This is an optimization exercise on Yosys and OpenROAD, whose aim is small area, a short achievable clock period and few clock cycles, not a production implementation. In this exercise RTL edits were held to simulation tests only and were not proved equivalent to the original. No activity file was given, so power comes from the tool's default toggle rates.

==> flow/design.v <==
`default_nettype none
package hsvb_pkg;
    localparam int HUE_BINS   = 10;
    localparam int SAT_BINS   = 10;
    localparam int VAL_BINS   = 10;
    localparam int TOTAL_BINS = HUE_BINS * SAT_BINS + VAL_BINS;
    localparam int BIN_W      = $clog2(TOTAL_BINS);
    localparam int CNT_W      = 17;
    localparam int REF_W      = 16;
    localparam int MAX_PIXELS = 65536;
    localparam int HUE_SPAN   = 360;
    localparam int UNIT_SPAN  = 255;
    localparam int SUM_W      = 24;
    localparam int DIST_W     = 17;
    localparam int PROD_W     = CNT_W + REF_W;
    localparam int ROOT_W     = 16;
    localparam int CFG_IDX_W  = 2;
    localparam logic [CFG_IDX_W-1:0] CFG_SAT_THR = 2'd0;
    localparam logic [CFG_IDX_W-1:0] CFG_VAL_THR = 2'd1;
    typedef enum logic [3:0] {
        ST_IDLE,
        ST_PIX_RD,
        ST_PIX_WR,
        ST_FIN_START,
        ST_BIN_RD,
        ST_BIN_MUL,
        ST_UNIT_GO,
        ST_UNIT_WAIT,
        ST_EMIT
    } hsvb_state_t;
    typedef enum logic [1:0] {
        U_IDLE,
        U_DIV,
        U_SQRT
    } hsvb_uphase_t;
endpackage
`default_nettype wire
`default_nettype none
import hsvb_pkg::*;
module hsvb_binpick
(
    input  wire logic [8:0]       hue,
    input  wire logic [7:0]       sat,
    input  wire logic [7:0]       bri,
    input  wire logic [7:0]       sat_thr,
    input  wire logic [7:0]       val_thr,
    output      logic [BIN_W-1:0] bin
);
    logic [4:0] hd;
    logic [4:0] sd;
    logic [4:0] vd;
    always_comb
    begin
        hd = '0;
        for (int k = 1; k < HUE_BINS; k++)
        begin
            if (14'(hue) * 14'(HUE_BINS) >= 14'(HUE_SPAN * k))
                hd = hd + 5'd1;
        end
        sd = '0;
        for (int k = 1; k < SAT_BINS; k++)
        begin
            if (14'(sat) * 14'(SAT_BINS) >= 14'(UNIT_SPAN * k))
                sd = sd + 5'd1;
        end
        vd = '0;
        for (int k = 1; k < VAL_BINS; k++)
        begin
            if (14'(bri) * 14'(VAL_BINS) >= 14'(UNIT_SPAN * k))
                vd = vd + 5'd1;
        end
        if (sat < sat_thr || bri < val_thr)
            bin = BIN_W'(HUE_BINS * SAT_BINS) + BIN_W'(vd);
        else
            bin = BIN_W'(BIN_W'(sd) * BIN_W'(HUE_BINS)) + BIN_W'(hd);
    end
endmodule
`default_nettype wire
`default_nettype none
import hsvb_pkg::*;
module hsvb_divsqrt
(
    input  wire logic              clk,
    input  wire logic              rst_n,
    input  wire logic              start,
    input  wire logic [PROD_W-1:0] num,
    input  wire logic [CNT_W-1:0]  den,
    output logic                   done,
    output logic [ROOT_W-1:0]      root
);
    localparam int DVD_W = PROD_W + 16;
    hsvb_pkg::hsvb_uphase_t      phase_reg;
    hsvb_pkg::hsvb_uphase_t      phase_next;
    logic [5:0]        step_reg, step_next;
    logic [DVD_W-1:0]  dvd_reg, dvd_next;
    logic [CNT_W:0]    rem_reg, rem_next;
    logic [31:0]       quo_reg, quo_next;
    logic [CNT_W:0]    srem_reg, srem_next;
    logic [ROOT_W-1:0] root_reg, root_next;
    logic              done_reg, done_next;
    logic [CNT_W:0] dt;
    logic           dge;
    logic [CNT_W+1:0] st;
    logic [CNT_W+1:0] trial;
    logic           sge;
    always_comb
    begin
        dt    = {rem_reg[CNT_W-1:0], dvd_reg[DVD_W-1]};
        dge   = dt >= {1'b0, den};
        st    = {srem_reg[CNT_W-1:0], quo_reg[31:30]};
        trial = {1'b0, root_reg, 2'b01};
        sge   = st >= trial;
        phase_next = phase_reg;
        step_next  = step_reg;
        dvd_next   = dvd_reg;
        rem_next   = rem_reg;
        quo_next   = quo_reg;
        srem_next  = srem_reg;
        root_next  = root_reg;
        done_next  = 1'b0;
        unique case (phase_reg)
            U_IDLE:
            begin
                if (start)
                begin
                    phase_next = U_DIV;
                    step_next  = 6'(DVD_W - 1);
                    dvd_next   = {num, 16'd0};
                    rem_next   = '0;
                    quo_next   = '0;
                end
            end
            U_DIV:
            begin
                rem_next = dge ? (dt - {1'b0, den}) : dt;
                quo_next = {quo_reg[30:0], dge};
                dvd_next = {dvd_reg[DVD_W-2:0], 1'b0};
                step_next = step_reg - 6'd1;
                if (step_reg == 6'd0)
                begin
                    phase_next = U_SQRT;
                    step_next  = 6'(ROOT_W - 1);
                    srem_next  = '0;
                    root_next  = '0;
                end
            end
            U_SQRT:
            begin
                srem_next = sge ? (CNT_W+1)'(st - trial) : (CNT_W+1)'(st);
                root_next = {root_reg[ROOT_W-2:0], sge};
                quo_next  = {quo_reg[29:0], 2'b00};
                step_next = step_reg - 6'd1;
                if (step_reg == 6'd0)
                begin
                    phase_next = U_IDLE;
                    done_next  = 1'b1;
                end
            end
            default:
                phase_next = U_IDLE;
        endcase
    end
    always_ff @(posedge clk or negedge rst_n)
    begin
        if (!rst_n)
        begin
            phase_reg <= U_IDLE;
            done_reg  <= 1'b0;
        end
        else
        begin
            phase_reg <= phase_next;
            done_reg  <= done_next;
        end
    end
    always_ff @(posedge clk)
    begin
        step_reg <= step_next;
        dvd_reg  <= dvd_next;
        rem_reg  <= rem_next;
        quo_reg  <= quo_next;
        srem_reg <= srem_next;
        root_reg <= root_next;
    end
    assign done = done_reg;
    assign root = root_reg;
endmodule
`default_nettype wire
`default_nettype none
import hsvb_pkg::*;
module hsv_histogram_bhattacharyya
(
    input  wire logic                 clk,
    input  wire logic                 rst_n,
    input  wire logic                 pix_valid,
    output      logic                 pix_ready,
    input  wire logic                 pix_kind,
    input  wire logic [8:0]           pix_hue,
    input  wire logic [7:0]           pix_saturation,
    input  wire logic [7:0]           pix_brightness,
    input  wire logic [6:0]           pix_ref_index,
    input  wire logic [15:0]          pix_ref_fraction,
    input  wire logic                 pix_last_pixel,
    output      logic                 res_valid,
    input  wire logic                 res_ready,
    output      logic [16:0]          res_distance,
    output      logic                 res_empty_region,
    input  wire logic                 cfg_we,
    input  wire logic [CFG_IDX_W-1:0] cfg_index,
    input  wire logic [7:0]           cfg_wdata
);
    hsvb_pkg::hsvb_state_t state_reg;
    hsvb_pkg::hsvb_state_t state_next;
    logic [BIN_W-1:0]  bin_reg, bin_next;
    logic              last_reg, last_next;
    logic [CNT_W-1:0]  pix_cnt_reg, pix_cnt_next;
    logic [SUM_W-1:0]  sum_reg, sum_next;
    logic [PROD_W-1:0] prod_reg, prod_next;
    logic              out_valid_reg, out_valid_next;
    logic [DIST_W-1:0] out_dist_reg, out_dist_next;
    logic              out_empty_reg, out_empty_next;
    logic [7:0]        sth_reg, vth_reg;
    logic [TOTAL_BINS-1:0] cnt_vld_reg, cnt_vld_next;
    logic [CNT_W-1:0] count_mem [TOTAL_BINS];
    logic [REF_W-1:0] ref_mem   [TOTAL_BINS];
    logic [CNT_W-1:0] cnt_rd_reg;
    logic [REF_W-1:0] ref_rd_reg;
    logic             pix_acc;
    logic [CNT_W-1:0] cnt_eff;
    logic [CNT_W-1:0] cnt_inc;
    logic             cnt_we;
    logic             unit_start;
    logic             unit_done;
    logic [ROOT_W-1:0] unit_root;
    logic [BIN_W-1:0] pix_bin;
    hsvb_binpick u_pick (
        .hue     (pix_hue),
        .sat     (pix_saturation),
        .bri     (pix_brightness),
        .sat_thr (sth_reg),
        .val_thr (vth_reg),
        .bin     (pix_bin)
    );
    assign pix_ready = (state_reg == ST_IDLE);
    assign pix_acc   = pix_valid && pix_ready;
    assign cnt_eff   = cnt_vld_reg[bin_reg] ? cnt_rd_reg : '0;
    assign cnt_inc   = cnt_eff + CNT_W'(1);
    assign cnt_we    = (state_reg == ST_PIX_WR);
    assign unit_start = (state_reg == ST_UNIT_GO);
    hsvb_divsqrt u_unit (
        .clk   (clk),
        .rst_n (rst_n),
        .start (unit_start),
        .num   (prod_reg),
        .den   (pix_cnt_reg),
        .done  (unit_done),
        .root  (unit_root)
    );
    always_comb
    begin
        state_next     = state_reg;
        bin_next       = bin_reg;
        last_next      = last_reg;
        pix_cnt_next   = pix_cnt_reg;
        sum_next       = sum_reg;
        prod_next      = prod_reg;
        out_valid_next = out_valid_reg && !res_ready;
        out_dist_next  = out_dist_reg;
        out_empty_next = out_empty_reg;
        cnt_vld_next   = cnt_vld_reg;
        unique case (state_reg)
            ST_IDLE:
            begin
                if (pix_acc)
                begin
                    last_next = pix_last_pixel;
                    if (!pix_kind && pix_cnt_reg < CNT_W'(MAX_PIXELS))
                    begin
                        bin_next   = pix_bin;
                        state_next = ST_PIX_RD;
                    end
                    else if (pix_last_pixel)
                        state_next = ST_FIN_START;
                end
            end
            ST_PIX_RD:
                state_next = ST_PIX_WR;
            ST_PIX_WR:
            begin
                cnt_vld_next[bin_reg] = 1'b1;
                pix_cnt_next = pix_cnt_reg + CNT_W'(1);
                state_next   = last_reg ? ST_FIN_START : ST_IDLE;
            end
            ST_FIN_START:
            begin
                bin_next = '0;
                sum_next = '0;
                state_next = (pix_cnt_reg == '0) ? ST_EMIT : ST_BIN_RD;
            end
            ST_BIN_RD:
                state_next = ST_BIN_MUL;
            ST_BIN_MUL:
            begin
                prod_next  = PROD_W'(cnt_eff) * PROD_W'(ref_rd_reg);
                state_next = ST_UNIT_GO;
            end
            ST_UNIT_GO:
                state_next = ST_UNIT_WAIT;
            ST_UNIT_WAIT:
            begin
                if (unit_done)
                begin
                    sum_next = sum_reg + SUM_W'(unit_root);
                    if (bin_reg == BIN_W'(TOTAL_BINS - 1))
                        state_next = ST_EMIT;
                    else
                    begin
                        bin_next   = bin_reg + BIN_W'(1);
                        state_next = ST_BIN_RD;
                    end
                end
            end
            ST_EMIT:
            begin
                if (!out_valid_reg || res_ready)
                begin
                    out_valid_next = 1'b1;
                    out_empty_next = (pix_cnt_reg == '0);
                    if (pix_cnt_reg == '0 || sum_reg >= SUM_W'(65536))
                        out_dist_next = '0;
                    else
                        out_dist_next = DIST_W'(SUM_W'(65536) - sum_reg);
                    cnt_vld_next = '0;
                    pix_cnt_next = '0;
                    state_next   = ST_IDLE;
                end
            end
            default:
                state_next = ST_IDLE;
        endcase
    end
    always_ff @(posedge clk or negedge rst_n)
    begin
        if (!rst_n)
        begin
            state_reg     <= ST_IDLE;
            pix_cnt_reg   <= '0;
            out_valid_reg <= 1'b0;
            cnt_vld_reg   <= '0;
            sth_reg       <= 8'd26;
            vth_reg       <= 8'd51;
        end
        else
        begin
            state_reg     <= state_next;
            pix_cnt_reg   <= pix_cnt_next;
            out_valid_reg <= out_valid_next;
            cnt_vld_reg   <= cnt_vld_next;
            if (cfg_we)
            begin
                if (cfg_index == CFG_SAT_THR)
                    sth_reg <= cfg_wdata;
                else if (cfg_index == CFG_VAL_THR)
                    vth_reg <= cfg_wdata;
            end
        end
    end
    always_ff @(posedge clk)
    begin
        bin_reg       <= bin_next;
        last_reg      <= last_next;
        sum_reg       <= sum_next;
        prod_reg      <= prod_next;
        out_dist_reg  <= out_dist_next;
        out_empty_reg <= out_empty_next;
    end
    always_ff @(posedge clk)
    begin
        if (cnt_we)
            count_mem[bin_reg] <= cnt_inc;
        cnt_rd_reg <= count_mem[bin_reg];
    end
    always_ff @(posedge clk)
    begin
        if (pix_acc && pix_kind && pix_ref_index < BIN_W'(TOTAL_BINS))
            ref_mem[pix_ref_index] <= pix_ref_fraction;
        ref_rd_reg <= ref_mem[bin_reg];
    end
    assign res_valid        = out_valid_reg;
    assign res_distance     = out_dist_reg;
    assign res_empty_region = out_empty_reg;
endmodule
`default_nettype wire
==> flow/run.sh <==
#!/bin/bash
# synth_recipe.tcl (not shown) runs the flow's synth.tcl, then flattens the netlist and writes it again
# the make line also repeats each setting of config.mk as NAME=value (left out here)
make -C /OpenROAD-flow-scripts/flow DESIGN_CONFIG=/design/flow/config.mk WORK_HOME=/design/flow/orfs CLKGATE_MAP_FILE= SYNTH_SCRIPT=/design/flow/synth_recipe.tcl finish
==> flow/config.mk <==
export PLATFORM = sky130hd
export DESIGN_NAME = hsv_histogram_bhattacharyya
export DESIGN_NICKNAME = hsv_histogram_bhattacharyya
export VERILOG_FILES = /design/flow/design.v
export SDC_FILE = /design/flow/constraint.sdc
export NUM_CORES = 4
export LEC_CHECK = 0
export CAP_MARGIN = 20
export CELL_PAD_IN_SITES_DETAIL_PLACEMENT = 2
export CELL_PAD_IN_SITES_GLOBAL_PLACEMENT = 2
export CORE_MARGIN = 2
export CORE_UTILIZATION = 35
export PLACE_DENSITY = 0.5
export SLEW_MARGIN = 20
==> flow/constraint.sdc <==
create_clock -name core_clock -period 12.0 [get_ports {clk}]
set_input_delay 2.4000 -clock core_clock [delete_from_list [all_inputs] [get_ports {clk}]]
set_output_delay 2.4000 -clock core_clock [all_outputs]
set_load 0.01 [all_outputs]
==> flow_summary.json <==
{
  "avgRoutedWirePerCell_um": 36.4,
  "largest_register_ffs": 1870,
  "cp_slowest_stage_delay_ns": 0.81,
  "worstPathRequired_ns": 12.73,
  "async_flop_share": 0.0376,
  "cts_resized": 0,
  "clkTransAtPathRegs_ns": 0.06,
  "cp.buffers_inverters": 5,
  "grt_pass1_wl_um": 891000,
  "io_pins": 85,
  "multiInputGateArea_um2": 42700,
  "syn_area_um2": 165000,
  "synthFlopType": "edfxtp_1",
  "crit_fanout": 79,
  "grt_start_max_net_pins": 94,
  "path_class": "reg -> reg",
  "die-width_um": 691,
  "worst_pin_slew_ns": 1.26,
  "min_path_cells": 2,
  "grt_overflow": 0,
  "ys_warn_count": 3,
  "cts.sink_count": 4018,
  "insertion_delay_ns": 1.06,
  "ys_types": 99,
  "ctsHoldBuffers": 0,
  "finalSetupViolCount": 0,
  "cts_buffers": 454,
  "timing_hold_violations_final": 0,
  "regToRegEndpoint": "prod_reg[31]$_DFFE_PP_",
  "synth-edff-count": 3834,
  "critPathTopFamily": "compound AO/OA/AOI/OAI gates",
  "relSlewSlack": 0.156,
  "rrSetupSlack_ns": 1.29,
  "crit_path_start_kind": "flip-flop",
  "firstDrtPassIters": 6,
  "start_util": 0.351,
  "p_leak_uw": 0.0592,
  "end_kind": "flip-flop",
  "vias": 104000,
  "syn_area_per_cell_um2": 15.6,
  "hold-path-endpoint": "cnt_vld_reg[86]$_DFFE_PN0P_",
  "postCtsSetupBuffers": 0,
  "core_um2": 470000,
  "drc_errors": 0,
  "final_nets": 11500,
  "maxSlewViolCount": 0,
  "nFillCells": 45300,
  "timing.final.crit_share": 0.892,
  "drive_gt1_frac": 0.140,
  "cp.arrival_ns": 11.44,
  "dieArea_um2": 477000,
  "grt.total_usage": 0.262,
  "gp_congestion": 0.812,
  "hold_path_startpoint": "cnt_vld_reg[86]$_DFFE_PN0P_",
  "grt_pass1_vias": 109000,
  "synthToLayoutAreaGrowth_pct": 15.4,
  "seq_area_frac_synth": 0.724,
  "first_iter_violations": 10900,
  "rows": 252,
  "synthCells": 10600,
  "wirelength_um": 640000,
  "postLayoutCoreUtil": 0.405,
  "cts-root-buf": "clkbuf_16",
  "antenna_found_initial": 60,
  "r2r_start": "bin_reg[1]$_DFFE_PP_",
  "power.density_nw_per_um2": 158,
  "clock.fmax_mhz": 93.4,
  "period_needed_ns": 10.71,
  "numPortBuffers": 84,
  "fin_skew_ns": 0.123,
  "synth-seq-cells": 4018,
  "outcome": "complete, no violations",
  "worstSetupPathDepth": 32,
  "setup_tns_ns": 0,
  "ff_latch_area_um2": 120000,
  "die_h_um": 691,
  "hpwl_um": 395000,
  "irDropWorstVdd_mv": 0.133,
  "avgViaCountPerCell": 5.88,
  "worst_hold_path_type": "reg -> reg",
  "h-tree-depth": 5,
  "reg2regPathDepth": 32,
  "clock_path_buffers": 4,
  "cts_tree": "built",
  "crit_path_top_delay_cell": "and2_1",
  "ant_nets": 0,
  "rsz0062_at_grt": "false",
  "syn_nets": 11100,
  "maxCapViolations": 0
}
## how the worst max path moves through the flow
stage	startpoint	slack, ns	end
after floorplan	pix_hue[1]	1.96	bin_reg[6]$_DFFE_PP_
after global placement	pix_hue[3]	0.65	bin_reg[6]$_DFFE_PP_
after CTS	bin_reg[2]$_DFFE_PP_	0.86	prod_reg[31]$_DFFE_PP_
final	bin_reg[1]$_DFFE_PP_	1.29	prod_reg[31]$_DFFE_PP_
after global routing	bin_reg[2]$_DFFE_PP_	0.61	prod_reg[32]$_DFFE_PP_
after detailed placement	pix_hue[3]	0.76	bin_reg[6]$_DFFE_PP_
## power by group
part           internal [µW]  switching [µW]
Clock                   7530            5850
Combinational            619             850
Sequential             15200            4.47
Total                  23400            6700
## placed cells by master, fill, tap and decap left out, types with 123 or more instances in the layout
master,n
a21oi_1,398
a221oi_1,325
a22o_1,321
a22oi_1,934
a31oi_1,187
and3_1,133
buf_4,510
clkbuf_1,123
clkbuf_16,460
dfrtp_1,144
edfxtp_1,3834
fa_1,215
ha_1,258
inv_1,357
mux2_2,146
mux2i_1,165
nand2_1,406
nand4_1,203
nor2_1,471
nor2_2,177
o21ai_0,193
## worst reg2reg max path: cells and delay by family (launching register included)
kind	cells	cell delay, ns
adder cells (fa/ha/maj)	7	2.74
buffers and inverters	5	0.74
flip-flops	1	0.62
AND/OR/NAND/NOR	8	3.22
AO/OA/AOI/OAI	12	3.14
## synth_stat cells, types with 148 or more instances
library cell / n / area, µm²
edfxtp_1: 3834 / 115000
a22oi_1: 934 / 7010
nor2_1: 661 / 2480
clkbuf_1: 472 / 1770
nand2_1: 415 / 1560
a21oi_1: 399 / 2000
inv_1: 360 / 1350
a221oi_1: 325 / 2850
a22o_1: 321 / 2810
ha_1: 260 / 3250
fa_1: 215 / 4300
nand4_1: 203 / 1270
o21ai_0: 202 / 1010
a31oi_1: 188 / 1180
mux2i_1: 165 / 1650
buf_1: 148 / 556
## cell type report
| type | count | share of cell area |
|---|---|---|
| Sequential cell | 4018 | 0.628 |
| Multi-Input combinational cell | 5551 | 0.224 |
| Clock buffer | 588 | 0.0632 |
| Tap cell | 6223 | 0.0409 |
| Timing Repair Buffer | 604 | 0.0264 |
| Clock inverter | 235 | 0.0103 |
| Inverter | 363 | 0.00717 |
| Antenna cell | 15 | 0.000197 |
## per-stage QoR
stage | hold WS [ns] | setup WS, ns | std cells | area (µm²) | power (µW)
detailed placement | 0.487 | 0.757 | 16800 | 176000 | 17000
finish | 0.492 | 1.29 | 17600 | 190000 | 30100
global route | 0.529 | 0.613 | 17600 | 190000 | 31100
floorplan | 0.457 | 1.96 | 10600 | 165000 | 16500
global placement | 0.472 | 0.650 | 16800 | 176000 | 17000
CTS | 0.500 | 0.864 | 17600 | 190000 | 30400
## layer usage
| layer | part of all wire | wire, µm | GRT usage |
|---|---|---|---|
| met5 | 0.000072 | 46 | 0 |
| met1 | 0.46 | 293000 | 0.381 |
| met3 | 0.052 | 33000 | 0.0261 |
| met4 | 0.022 | 13900 | 0.0556 |
| met2 | 0.47 | 301000 | 0.427 |
## logic make-up after synthesis
group | Yosys count | synth area share
DFF | 4018 | 0.724
AOI/OAI and AO/OA | 2738 | 0.121
and+or+nand+nor | 1824 | 0.0524
buffers and inverters | 1007 | 0.0231
adders and majority gates | 477 | 0.0459
muxes | 335 | 0.0232
xor gates and xnor gates | 177 | 0.0100
Testbench counts, summed over its fixed seeds: cycles 328,696.

## static timing again, ports no longer ideal
The flow's constraints put no driver on any port. The routed layout listed below was extracted and timed again, unchanged, in two steps.
Step 1, drivers: a clkbuf_16 drives clk and a buf_2 each remaining input, both assumed.
Step 2 adds t to the input delays and takes it off the output delays; t is the mean of the earliest and latest rising clock arrival at the registers after step 1. Input paths then give back, and output paths get back, about the clock's delay inside the block.
a / b / c = ideal / step 1 / step 2; a / b = the first two.
shift t [ns]: 1.107
slack for setup (ns): 1.291 / 1.291 / 0.705
worst setup path at the end: input to register
latest minus earliest clock arrival (ns): 0.127 / 0.127
worst data-port slew with drivers (ns): 0.11
After both steps setup and hold are still met in this run. For this run, drivers alone change the setup slack by 0.000 ns; drivers and shift together by -0.586 ns.
